Background: an optimization exercise with open tools, aiming at small area. Do not read the settings as production practice. The RTL was checked by simulation tests, not by an equivalence proof against the original design. The clock port is modelled as an ideal driver; clocking choices that lean on that would not hold on a real chip. Power and IR drop assume default switching activity.

==> flow/design.v <==
module rf_aoi222 (
  input  logic a1, a2, b1, b2, c1, c2,
  output logic y
);
  assign y = ~((a1 & a2) | (b1 & b2) | (c1 & c2));
endmodule
module rf_inv (
  input  logic a,
  output logic y
);
  assign y = ~a;
endmodule
module rf_nand4 (
  input  logic a, b, c, d,
  output logic y
);
  assign y = ~(a & b & c & d);
endmodule
module rf_nand3 (
  input  logic a, b, c,
  output logic y
);
  assign y = ~(a & b & c);
endmodule
module rf_or3 (
  input  logic a, b, c,
  output logic y
);
  assign y = a | b | c;
endmodule
module rf_rdbit (
  input  logic [32:0] sel,
  input  logic [32:0] d,
  output logic        y
);
  logic [10:0] g;
  logic [2:0]  h;
  for (genvar k = 0; k < 11; k++) begin : g_aoi
    rf_aoi222 u (.a1(sel[3*k]), .a2(d[3*k]), .b1(sel[3*k+1]), .b2(d[3*k+1]),
                 .c1(sel[3*k+2]), .c2(d[3*k+2]), .y(g[k]));
  end
  rf_nand4 u_n0 (.a(g[0]), .b(g[1]), .c(g[2]),  .d(g[3]), .y(h[0]));
  rf_nand4 u_n1 (.a(g[4]), .b(g[5]), .c(g[6]),  .d(g[7]), .y(h[1]));
  rf_nand3 u_n2 (.a(g[8]), .b(g[9]), .c(g[10]),           .y(h[2]));
  rf_or3   u_o  (.a(h[0]), .b(h[1]), .c(h[2]), .y(y));
endmodule
module reg_file_mp #(
  parameter int DATA_WIDTH = 32,
  parameter int ADDR_WIDTH = 5,
  parameter int NUM_RD     = 2,
  parameter int NUM_WR     = 2,
  parameter int BYPASS     = 1,
  parameter int RD_LATENCY = 0,
  parameter int ZERO_REG   = 1
) (
  input  logic                         clk,
  input  logic                         rst,
  input  logic [NUM_WR-1:0]            wr_en,
  input  logic [NUM_WR*ADDR_WIDTH-1:0] wr_addr,
  input  logic [NUM_WR*DATA_WIDTH-1:0] wr_data,
  input  logic [NUM_RD*ADDR_WIDTH-1:0] rd_addr,
  output logic [NUM_RD*DATA_WIDTH-1:0] rd_data,
  output logic [NUM_RD-1:0]            rd_busy,
  input  logic                         sb_set_en,
  input  logic [ADDR_WIDTH-1:0]        sb_set_addr,
  input  logic                         sb_flush
);
  localparam int DEPTH = 1 << ADDR_WIDTH;
  localparam int AW    = ADDR_WIDTH;
  localparam int DW    = DATA_WIDTH;
  logic [AW-1:0] wa0, wa1;
  logic [DW-1:0] wd0, wd1, wd0_n, wd1_n;
  assign wa0   = wr_addr[0 +: AW];
  assign wa1   = wr_addr[AW +: AW];
  assign wd0   = wr_data[0 +: DW];
  assign wd1   = wr_data[DW +: DW];
  assign wd0_n = ~wd0;
  assign wd1_n = ~wd1;
  logic [DEPTH-1:1] we0, we1, wclr, hold, sset;
  always_comb begin
    for (int r = 1; r < DEPTH; r++) begin
      we1[r]  = wr_en[1] && (wa1 == AW'(r));
      we0[r]  = wr_en[0] && (wa0 == AW'(r)) && !we1[r];
      wclr[r] = we0[r] || we1[r];
      hold[r] = !wclr[r];
      sset[r] = sb_set_en && (sb_set_addr == AW'(r));
    end
  end
  logic [DW-1:0]    regs     [1:DEPTH-1];
  logic [DW-1:0]    regs_nxt [1:DEPTH-1];
  logic [DEPTH-1:1] valid_q, busy_q;
  logic [DEPTH-1:0] valid, busy;
  for (genvar r = 1; r < DEPTH; r++) begin : g_row
    for (genvar k = 0; k < DW; k++) begin : g_bit
      logic q_n;
      rf_inv    u_inv (.a(regs[r][k]), .y(q_n));
      rf_aoi222 u_nxt (.a1(we1[r]), .a2(wd1_n[k]), .b1(we0[r]), .b2(wd0_n[k]),
                       .c1(hold[r]), .c2(q_n), .y(regs_nxt[r][k]));
    end
    always_ff @(posedge clk) regs[r] <= regs_nxt[r];
    always_ff @(posedge clk or posedge rst) begin
      if (rst)          valid_q[r] <= 1'b0;
      else if (wclr[r]) valid_q[r] <= 1'b1;
    end
    always_ff @(posedge clk or posedge rst) begin
      if (rst) busy_q[r] <= 1'b0;
      else     busy_q[r] <= sset[r] || (busy_q[r] && !sb_flush && !wclr[r]);
    end
  end
  assign valid = {valid_q, 1'b0};
  assign busy  = {busy_q, 1'b0};
  for (genvar i = 0; i < NUM_RD; i++) begin : g_rd
    logic [AW-1:0]    ra;
    logic             hit1, hit0, byp1, byp0, nbyp;
    logic [DEPTH-1:1] dec;
    logic [32:0]      sel;
    assign ra   = rd_addr[i*AW +: AW];
    assign hit1 = wr_en[1] && (wa1 == ra);
    assign hit0 = wr_en[0] && (wa0 == ra);
    assign nbyp = !hit1 && !hit0;
    assign byp1 = (ra != '0) && hit1;
    assign byp0 = (ra != '0) && hit0 && !hit1;
    always_comb begin
      for (int r = 1; r < DEPTH; r++) dec[r] = (ra == AW'(r));
    end
    assign sel = {byp0, byp1, dec & valid_q & {(DEPTH-1){nbyp}}};
    for (genvar k = 0; k < DW; k++) begin : g_bit
      logic [32:0] d;
      for (genvar r = 1; r < DEPTH; r++) begin : g_d
        assign d[r-1] = regs[r][k];
      end
      assign d[31] = wd1[k];
      assign d[32] = wd0[k];
      rf_rdbit u_bit (.sel(sel), .d(d), .y(rd_data[i*DW + k]));
    end
    assign rd_busy[i] = nbyp && |(dec & busy_q);
  end
endmodule
module regfile_2r2w (
  input  logic          clk,
  input  logic          rst,
  input  logic [1:0]    wr_en,
  input  logic [9:0]    wr_addr,
  input  logic [63:0]   wr_data,
  input  logic [9:0]    rd_addr,
  output logic [63:0]   rd_data,
  output logic [1:0]    rd_busy,
  input  logic          sb_set_en,
  input  logic [4:0]    sb_set_addr,
  input  logic          sb_flush
);
  reg_file_mp #(
    .DATA_WIDTH(32), .ADDR_WIDTH(5), .NUM_RD(2), .NUM_WR(2),
    .BYPASS(1), .RD_LATENCY(0), .ZERO_REG(1)
  ) u_rf (
    .clk(clk), .rst(rst), .wr_en(wr_en), .wr_addr(wr_addr), .wr_data(wr_data),
    .rd_addr(rd_addr), .rd_data(rd_data), .rd_busy(rd_busy),
    .sb_set_en(sb_set_en), .sb_set_addr(sb_set_addr), .sb_flush(sb_flush)
  );
endmodule
==> flow/run.sh <==
#!/bin/bash
# synth_recipe.tcl (not shown) runs the flow's synth.tcl, then flattens the netlist and writes it again
# the make line also repeats each setting of config.mk as NAME=value (left out here)
make -C /OpenROAD-flow-scripts/flow DESIGN_CONFIG=/design/flow/config.mk WORK_HOME=/design/flow/orfs CLKGATE_MAP_FILE= SYNTH_SCRIPT=/design/flow/synth_recipe.tcl finish
==> flow/config.mk <==
export PLATFORM = sky130hd
export DESIGN_NAME = regfile_2r2w
export DESIGN_NICKNAME = regfile_2r2w
export VERILOG_FILES = /design/flow/design.v
export SDC_FILE = /design/flow/constraint.sdc
export NUM_CORES = 4
export LEC_CHECK = 0
export CAP_MARGIN = 20
export CORE_MARGIN = 2
export CORE_UTILIZATION = 35
export PLACE_DENSITY = 0.45
export SETUP_SLACK_MARGIN = 0.3
export SLEW_MARGIN = 20
export SYNTH_HIERARCHICAL = 1
==> flow/constraint.sdc <==
create_clock -name core_clock -period 6.0 [get_ports {clk}]
set_input_delay 1.2000 -clock core_clock [delete_from_list [all_inputs] [get_ports {clk}]]
set_output_delay 1.2000 -clock core_clock [all_outputs]
set_load 0.01 [all_outputs]
==> flow_summary.toml, run 1 <==
[run_status]
outcome = "complete, no violations"

[worst_setup_path]
crit_arrival_ns = 4.67
cp-start-kind = "input port"
worstSetupPathType = "in -> out"
required_ns = 4.80
cp-end-kind = "primary output"
worst_path_largest_cell_delay_ns = 0.60
crit_path_top_delay_cell = "nand4_1"
crit_fanout = 6
cp_cell_sequence = "dlygate4sd2_1, xor2_1, nor3_2, clkbuf_16, buf_8, nor4_4, and3_4, buf_12, buf_4, a222oi_1, nand4_1, buf_4, or3_4, buf_6"
cpMostUsedCell = "buf_4"

[detailed_routing]
vias_per_cell = 7.51
drt_iter0_drc = 18700
via_count = 56400
wl_microns = 307000
drt_first_pass_iters = 22
drtAntennaViolNets = 0
drc_errors = 0
routedWlPerCell_microns = 40.9

[timing]
setup_slack_ns = 0.125
finClkSkew_ns = 0
finalMaxSlewViolations = 0
hold_violations = 0
fmax_ghz = 0.170
finalCritPeriodShare_pct = 97.9
worst_slew_pin_slew_ns = 1.27
period_needed_ns = 5.87
slew_headroom_pct = 15.3
finalSetupViolCount = 0
rsz0062_at_grt = "true"

[floorplanning]
die_area_sq_um = 137000
start_util_pct = 35.3
die_x_microns = 371
ios = 161
core.rowCount = 134
die_h_microns = 371
coreArea_sq_um = 133000

[synth]
ys.flop_type = "dfxtp_1"
async_flop_share_pct = 5.88
synth-seq-cells = 1054
syn_area_sq_um = 47100
synthCells = 4613
ys_seq_area_share_pct = 45.5
synth_warnings = 10
syn_nets = 4708
syn_avg_cell_area_sq_um = 10.2
synth-edff-count = 0
ys_types = 55

[clocking]
cts_tree = "done"
clock-sinks = 1054
clkTransAtPathRegs_ns = 0.06
h-tree-depth = 4
numCtsBuffers = 130
cts_max_path_buffers = 3
root_buffer = "clkbuf_16"
clk_latency_ns = 0.78

[job]
drv_cap = 0

[place]
placed_area_sq_um = 58200
place_ws_ns = -0.781
place_congestion = 0.972
dp.cells = 7193
place_hpwl_microns = 191000
portBuffers = 160

[cells_and_area]
utilization_pct = 48.1
fin_nets = 5722
final_area_sq_um = 64200
fill_cells = 12700
instances_no_fill = 7503
layout-drive-gt1-share_pct = 22.8
area_growth_pct = 36.4

[global_routing]
grt_remaining_overflow = 0
antenna_found_initial = 15
grt_pass1_vias = 52800
grt_pass1_wl_microns = 414000
grt_usage_pct = 42.3
grt_max_degree = 41

[power_and_ir_drop]
leakage_uw = 0.0298
power_uw = 23700
cellPowerDensity_nw_per_um2 = 369
vdd_ir_drop_max_uv = 282

[hold_path]
hold_path_class = "reg -> reg"
-- modules after synthesis (local to each module, per instance), a selection --
| module | cells inside | flops+latches |
|---|---|---|
| rf_nand4 | 1 | 0 |
| rf_or3 | 1 | 0 |
| rf_inv | 1 | 0 |
| rf_nand3 | 1 | 0 |
| rf_aoi222 | 1 | 0 |
-- repair_timing --
item,4_1_cts,5_1_grt
gates resized for setup,272,128
hold buffers,0,0
pin swaps,141,114
cloned,7,5
setup endpoints to repair,64,60
setup buffers,26,32
-- path summary, 6_finish.rpt --
| check | start | to | slack, ns | cells past startpoint |
|---|---|---|---|---|
| worst max-delay path | wr_addr[2] | rd_data[20] | 0.13 | 14 |
| worst min-delay path | u_rf.regs[5][6] | u_rf.regs[5][6] | 0.49 | 2 |
| worst max register to register | u_rf.regs[14][7] | u_rf.regs[14][7] | 5.07 | 2 |
| worst min register to register | u_rf.regs[5][6] | u_rf.regs[5][6] | 0.49 | 2 |
| max in group asynchronous | rst | u_rf.busy_q[8] | 4.08 | 3 |
| min in group asynchronous | rst | u_rf.busy_q[27] | 0.95 | 2 |
-- sequential cells by signal (all words and copies together), names as in the netlist --
signal        flops
u_rf.regs       992
u_rf.busy_q      31
u_rf.valid_q     31
-- area by class of cell --
type                    instances  area [sq um]  share of cell area (%)
multi-input cells            2449         22800                    35.5
clock inverters                31           559                   0.871
inverters                    1063          3990                    6.22
flip-flops and latches       1054         21400                    33.4
well taps                    1768          2210                    3.45
clock buffers                 201          4040                    6.30
diodes                          8          20.0                  0.0312
repair buffers                929          9150                    14.3
-- cells in the mapped netlist, drive strengths merged (31+ instances only) --
master | count | area (sq um)
a222oi | 1696 | 17000
inv | 1063 | 3990
dfxtp | 992 | 19900
nand4 | 133 | 832
nor2 | 118 | 443
nand3 | 81 | 405
or3 | 65 | 407
dfrtp | 62 | 1550
nand2 | 57 | 214
and3 | 47 | 294
nand2b | 43 | 269
a21oi | 36 | 180
a31o | 31 | 272
-- placed cells by master (no fill, tap or decap), types with 33 or more instances in the layout --
cell             synthesis  routed
nor2_4                   0      66
nor2_1                 118      51
nand4_1                133     133
a222oi_1              1696    1696
nand2_1                 57      57
nand2b_1                43      42
inv_1                 1062    1018
nand3_1                 81      80
buf_4                    0     587
or3_4                    0      33
buf_12                   0     115
clkbuf_16                0     146
dfxtp_1                992     992
clkdlybuf4s50_1          0      74
buf_6                    0      63
dfrtp_1                 62      62
-- cell families after synthesis --
family | count (synthesis) | share of synthesized area, %
compound gates | 1797 | 37.6
buf+inv | 1110 | 8.91
flops | 1054 | 45.5
simple gates | 621 | 7.39
xor+xnor | 20 | 0.372
mux | 11 | 0.245
-- layer usage --
| layer | up-vias | global-route usage (%) | wire length [microns] |
|---|---|---|---|
| li1 | 22600 | - | - |
| met1 | 27800 | 54.0 | 113000 |
| met2 | 4985 | 60.8 | 126000 |
| met3 | 983 | 13.2 | 43400 |
| met4 | 2 | 28.6 | 24000 |
| met5 | - | 0 | 13 |
-- worst max-delay path, delay by kind of cell --
kind,cells,cell delay [ns]
AO/OA/AOI/OAI,1,0.32
buffers and inverters,7,1.44
XOR/XNOR,1,0.17
AND/OR/NAND/NOR,5,1.51
-- through the flow --
stage                     TNS (ns)  hold WS, ns
after floorplan                  0        0.440
after global placement      -27.29        0.457
after detailed placement    -25.18        0.462
after CTS                        0        0.481
after global routing             0        0.497
final                            0        0.485
-- report_power, final --
| group | total [uW] | internal (uW) | switching (uW) | leakage, uW |
|---|---|---|---|---|
| clock network | 8600 | 5270 | 3330 | 0.00225 |
| logic | 4810 | 2240 | 2570 | 0.0185 |
| registers | 10300 | 8770 | 1490 | 0.00906 |
==> inputs of run 2 (changes only) <==
--- a/flow/design.v
+++ b/flow/design.v
@@ -4,11 +4,17 @@
 );
   assign y = ~((a1 & a2) | (b1 & b2) | (c1 & c2));
 endmodule
-module rf_inv (
-  input  logic a,
+module rf_aoi221 (
+  input  logic a1, a2, b1, b2, c1,
   output logic y
 );
-  assign y = ~a;
+  assign y = ~((a1 & a2) | (b1 & b2) | c1);
+endmodule
+module rf_nor2 (
+  input  logic a, b,
+  output logic y
+);
+  assign y = ~(a | b);
 endmodule
 module rf_nand4 (
   input  logic a, b, c, d,
@@ -76,13 +82,12 @@
   assign wd1   = wr_data[DW +: DW];
   assign wd0_n = ~wd0;
   assign wd1_n = ~wd1;
-  logic [DEPTH-1:1] we0, we1, wclr, hold, sset;
+  logic [DEPTH-1:1] we0, we1, wclr, sset;
   always_comb begin
     for (int r = 1; r < DEPTH; r++) begin
       we1[r]  = wr_en[1] && (wa1 == AW'(r));
       we0[r]  = wr_en[0] && (wa0 == AW'(r)) && !we1[r];
       wclr[r] = we0[r] || we1[r];
-      hold[r] = !wclr[r];
       sset[r] = sb_set_en && (sb_set_addr == AW'(r));
     end
   end
@@ -92,10 +97,10 @@
   logic [DEPTH-1:0] valid, busy;
   for (genvar r = 1; r < DEPTH; r++) begin : g_row
     for (genvar k = 0; k < DW; k++) begin : g_bit
-      logic q_n;
-      rf_inv    u_inv (.a(regs[r][k]), .y(q_n));
-      rf_aoi222 u_nxt (.a1(we1[r]), .a2(wd1_n[k]), .b1(we0[r]), .b2(wd0_n[k]),
-                       .c1(hold[r]), .c2(q_n), .y(regs_nxt[r][k]));
+      logic keep_n;
+      rf_nor2   u_keep (.a(wclr[r]), .b(regs[r][k]), .y(keep_n));
+      rf_aoi221 u_nxt  (.a1(we1[r]), .a2(wd1_n[k]), .b1(we0[r]), .b2(wd0_n[k]),
+                        .c1(keep_n), .y(regs_nxt[r][k]));
     end
     always_ff @(posedge clk) regs[r] <= regs_nxt[r];
     always_ff @(posedge clk or posedge rst) begin
==> flow/flow/run.sh (new file) <==
#!/bin/bash
# Own layout flow: the standard synthesis, then every combinational cell that
# synthesis sized up is put back to drive strength 1 (the flip-flops are untouched),
# then the standard layout steps with small port buffers, small buffers for the
# resizer, small clock buffers and no CTS dummy loads.
set -euo pipefail
F=$(pwd)/flow
R=$(pwd)/orfs/results/${FLOW_PLATFORM}/regfile_2r2w/base
bash standard.sh synth > synth.log 2>&1
ODB_IN=$R/1_synth.odb ODB_OUT=$R/1_synth.odb openroad -no_init -exit $F/downsize.tcl > downsize.log 2>&1
touch $R/1_synth.sdc
bash standard.sh \
  "BUFFER_PORTS_ARGS=-buffer_cell sky130_fd_sc_hd__buf_1" \
  "CTS_ARGS=-sink_clustering_enable -repair_clock_nets -dont_use_dummy_load -buf_list {sky130_fd_sc_hd__clkbuf_4 sky130_fd_sc_hd__clkbuf_8}" \
  "PRE_FLOORPLAN_TCL=$F/dontuse.tcl" \
  "PRE_GLOBAL_PLACE_TCL=$F/dontuse.tcl" \
  "PRE_RESIZE_TCL=$F/dontuse.tcl" \
  "PRE_DETAIL_PLACE_TCL=$F/dontuse.tcl" \
  "PRE_CTS_TCL=$F/dontuse.tcl" \
  "PRE_GLOBAL_ROUTE_TCL=$F/dontuse.tcl" \
  "PRE_DETAIL_ROUTE_TCL=$F/dontuse.tcl" \
  finish > layout.log 2>&1
==> flow/flow/dontuse.tcl (new file) <==
set_dont_use {sky130_fd_sc_hd__buf_8 sky130_fd_sc_hd__buf_12 sky130_fd_sc_hd__buf_16 sky130_fd_sc_hd__bufbuf_8 sky130_fd_sc_hd__bufbuf_16 sky130_fd_sc_hd__clkbuf_16 sky130_fd_sc_hd__bufinv_8 sky130_fd_sc_hd__bufinv_16}
==> flow/flow/downsize.tcl (new file) <==
# Swap every combinational cell that synthesis sized above drive 1 to its drive-1
# variant (same function and pins). Flip-flops are left as synthesis made them.
# Later repair steps size up whatever needs it.
read_db $::env(ODB_IN)
set db  [ord::get_db]
set blk [ord::get_db_block]
set n 0
foreach inst [$blk getInsts] {
  set name [[$inst getMaster] getName]
  if {![regexp {^(sky130_fd_sc_hd__(.*))_([0-9]+)$} $name -> base kind drive]} continue
  if {$drive <= 1} continue
  if {[regexp {^(df|edf|sdf|sedf|dl)} $kind]} continue
  set m [$db findMaster ${base}_1]
  if {$m eq "NULL" || $m eq ""} continue
  $inst swapMaster $m
  incr n
}
puts "downsized $n instances"
write_db $::env(ODB_OUT)
==> flow/standard.sh (new file) <==
#!/bin/bash
# synth_recipe.tcl (not shown) runs the flow's synth.tcl, then flattens the netlist and writes it again
# the make line also repeats each setting of config.mk as NAME=value (left out here)
make -C /OpenROAD-flow-scripts/flow DESIGN_CONFIG=/design/flow/config.mk WORK_HOME=/design/flow/orfs CLKGATE_MAP_FILE= SYNTH_SCRIPT=/design/flow/synth_recipe.tcl "${@:-finish}"
==> flow/config.mk (replaced) <==
export PLATFORM = sky130hd
export DESIGN_NAME = regfile_2r2w
export DESIGN_NICKNAME = regfile_2r2w
export VERILOG_FILES = /design/flow/design.v
export SDC_FILE = /design/flow/constraint.sdc
export NUM_CORES = 4
export LEC_CHECK = 0
export CAP_MARGIN = 0
export CORE_MARGIN = 2
export CORE_UTILIZATION = 45
export GPL_TIMING_DRIVEN = 0
export PLACE_DENSITY = 0.5
export SETUP_SLACK_MARGIN = 0
export SLEW_MARGIN = 0
export SYNTH_HIERARCHICAL = 1
removed: flow/run.sh
==> run 2 against run 1 <==
  * Sequential power increased by 4%
  * Count of clock-buffer cells in the layout decreased by 20
  * Combinational power decreased by 12%
  * First-iteration DRC count decreased by 14%
  * Wire length decreased by 6.7%
  * Clock power decreased by 36%
  * Setup slack got worse by 0.23 ns
  * Global-route usage increased by 9.5 points
  * Final cell count decreased by 13%
  * Largest power group unchanged
  * Critical path type unchanged
  * Now fails the layout checks on capacitance limit, slew limit, setup timing
  * Hold slack got worse by 0.0087 ns
  * Die area decreased by 24%
  * Largest cell class unchanged
  * Core utilization increased by 5.4 points
==> flow_summary.toml, run 2 <==
[place]
portBuffers = 146
place_ws_ns = -0.864
place_congestion = 0.972
place_hpwl_microns = 176000

[job]
drv_cap = 3

[worst_setup_path]
ff2ff_setup_slack_ns = 5.06
cpMostUsedCell = "nand4_1"
cp-start-kind = "input port"
cp_cell_sequence = "buf_2, xnor2_1, nand4_1, nor3_4, and4bb_1, and3_4, clkbuf_8, a222oi_1, nand4_1, or3_1, buf_1"
worstSetupPathType = "in -> out"
cp-end-kind = "primary output"
crit_path_top_delay_cell = "nand4_1"
path_buf_inv = 3
reg2reg_to = "u_rf.busy_q[30]"
timing.rr.start = "u_rf.busy_q[30]"
crit_arrival_ns = 4.91
crit_family = "simple AND/OR/NAND/NOR gates"
required_ns = 4.80
crit_fanout = 14
r2r_cells = 2
worst_path_largest_cell_delay_ns = 0.63

[floorplanning]
die_area_sq_um = 104000
die_h_microns = 323
ios = 161
core.rowCount = 116
die_x_microns = 323
coreArea_sq_um = 100000
start_util_pct = 45.5

[timing]
fmax_ghz = 0.164
period_needed_ns = 6.11
setup_slack_ns = -0.108
worst_slew_pin_slew_ns = 1.51
finalCritPeriodShare_pct = 102
rsz0062_at_grt = "true"
finalMaxSlewViolations = 32
finClkSkew_ns = 0
slew_headroom_pct = -0.611
hold_violations = 0
finalSetupViolCount = 20

[global_routing]
grt_pass1_vias = 51900
grt_pass1_wl_microns = 386000
antenna_found_initial = 22
grt_remaining_overflow = 0
grt_max_degree = 63
grt_usage_pct = 51.8

[detailed_routing]
drt_first_pass_iters = 14
drt_iter0_drc = 16100
drtAntennaViolNets = 0
wl_met1_microns = 100000
top_layer = "met5"
vias_per_cell = 8.68
wl_microns = 286000
drc_errors = 0
via_count = 56600
wl_met2_microns = 109000
routedWlPerCell_microns = 43.9
met3_length_microns = 50800

[cells_and_area]
mostFrequentLayoutCells = "nor2_1, a221oi_1, dfxtp_1"
layout_commonest_cell = "nor2_1"
utilization_pct = 53.5
largest_reg_flops = 992
largestRegisters = "u_rf.regs (992), u_rf.busy_q (31), u_rf.valid_q (31)"
layout-drive-gt1-share_pct = 11.5
fin_nets = 5233
largest-register = "u_rf.regs"

[clocking]
clk_latency_ns = 0.85
cts_tree = "done"
cts_hold_buffers = 0
numCtsBuffers = 181
clkTransAtPathRegs_ns = 0.05
clock-sinks = 1054

[hold_path]
min-delay-start = "u_rf.valid_q[22]"
hold_path_class = "reg -> reg"
holdPathEnd = "u_rf.valid_q[22]"
hold_depth = 1

[synth]
synthCells = 4604
synth_warnings = 10
syn_nets = 4699

[power_and_ir_drop]
cellPowerDensity_nw_per_um2 = 380
vdd_ir_drop_max_uv = 198
leakage_uw = 0.0192

[run_status]
so.violations = "capacitance limit, slew limit, setup timing"
outcome = "finished with violations"
-- run 2: layout make-up --
class / instances / area [sq um]
antenna: 29 / 72.6
buffer: 44 / 198
clock buffer: 181 / 2490
fill: 9315 / 46700
inverter: 97 / 367
tap: 1357 / 1700
multi-input combinational: 3406 / 24800
sequential: 1054 / 21400
timing repair buffer: 354 / 2670
-- run 2: power breakdown --
group / switching (uW) / internal (uW) / leakage (uW)
sequential: 1570 / 9080 / 0.00912
combinational: 2400 / 1810 / 0.00882
clock: 2900 / 2640 / 0.00130
-- run 2: stage by stage --
stage	instance area (sq um)	instances	hold slack, ns	setup TNS, ns	power (uW)
after floorplan	45700	4604	0.439	0	13100
final	53800	6522	0.477	-1.10	20400
after global placement	48000	6107	0.452	-4461.94	14400
after detailed placement	50800	6292	0.458	-38.84	14600
after global routing	53700	6511	0.495	-0.177	21100
after CTS	53400	6471	0.472	0	20000
-- run 2: metal layers --
| layer | global-route usage [%] | vias up |
|---|---|---|
| met5 | 0.880 | - |
| met4 | 40.2 | 8 |
| met3 | 24.3 | 1492 |
| met2 | 67.9 | 6218 |
| met1 | 64.5 | 27400 |
| li1 | - | 21500 |
-- run 2: worst max path at each step --
stage,from,end,slack [ns],depth (start not counted)
3_5_place_dp,rd_addr[3],rd_data[1],-0.86,12
2_1_floorplan,rd_addr[7],rd_data[32],0.27,8
6_report,rd_addr[6],rd_data[58],-0.11,11
3_3_place_gp,wr_addr[7],u_rf.regs[12][29],-10.30,5
4_1_cts,rd_addr[4],rd_data[1],0.03,11
5_1_grt,wr_addr[9],rd_data[28],-0.1,11
-- run 2: timing repair --
action                                 in CTS  in global routing
resized for setup                          37                 39
pin swaps                                   5                 26
setup buffers                               1                 16
endpoints found under the hold margin       0                  0
setup endpoints to repair                  64                 60
gates cloned                                0                  6

separate check: timing with driven ports:
The results above use ideal ports. As a check the final layouts listed here were re-extracted and re-timed, cells and wires unchanged.
Step 1 (the two cells are an assumption about what drives the block):
set clk [get_ports {clk}]
set_driving_cell -lib_cell sky130_fd_sc_hd__clkbuf_16 $clk
set_driving_cell -lib_cell sky130_fd_sc_hd__buf_2 [delete_from_list [all_inputs] $clk]
Step 2 times the ports against the registers' clock, not the clock port: input delays grow and output delays shrink by t, the midpoint of the rising clock arrivals with the driver on.
a / b / c = ideal / step 1 / step 2; a / b = the first two.
run	shift t [ns]	setup WS [ns]	slew at the worst register clock pin (ns)	worst slew at a driven data input, ns	pins driven straight from the clock port
run 1	0.859	0.125 / 0.099 / 0.099	0.06 / 0.06	0.06	1
run 2	0.958	-0.108 / -0.131 / -0.131	0.07 / 0.07	0.07	1
The setup slack of run 1, which loses most, moves by -0.026 ns with the drivers and by -0.026 ns with both steps.
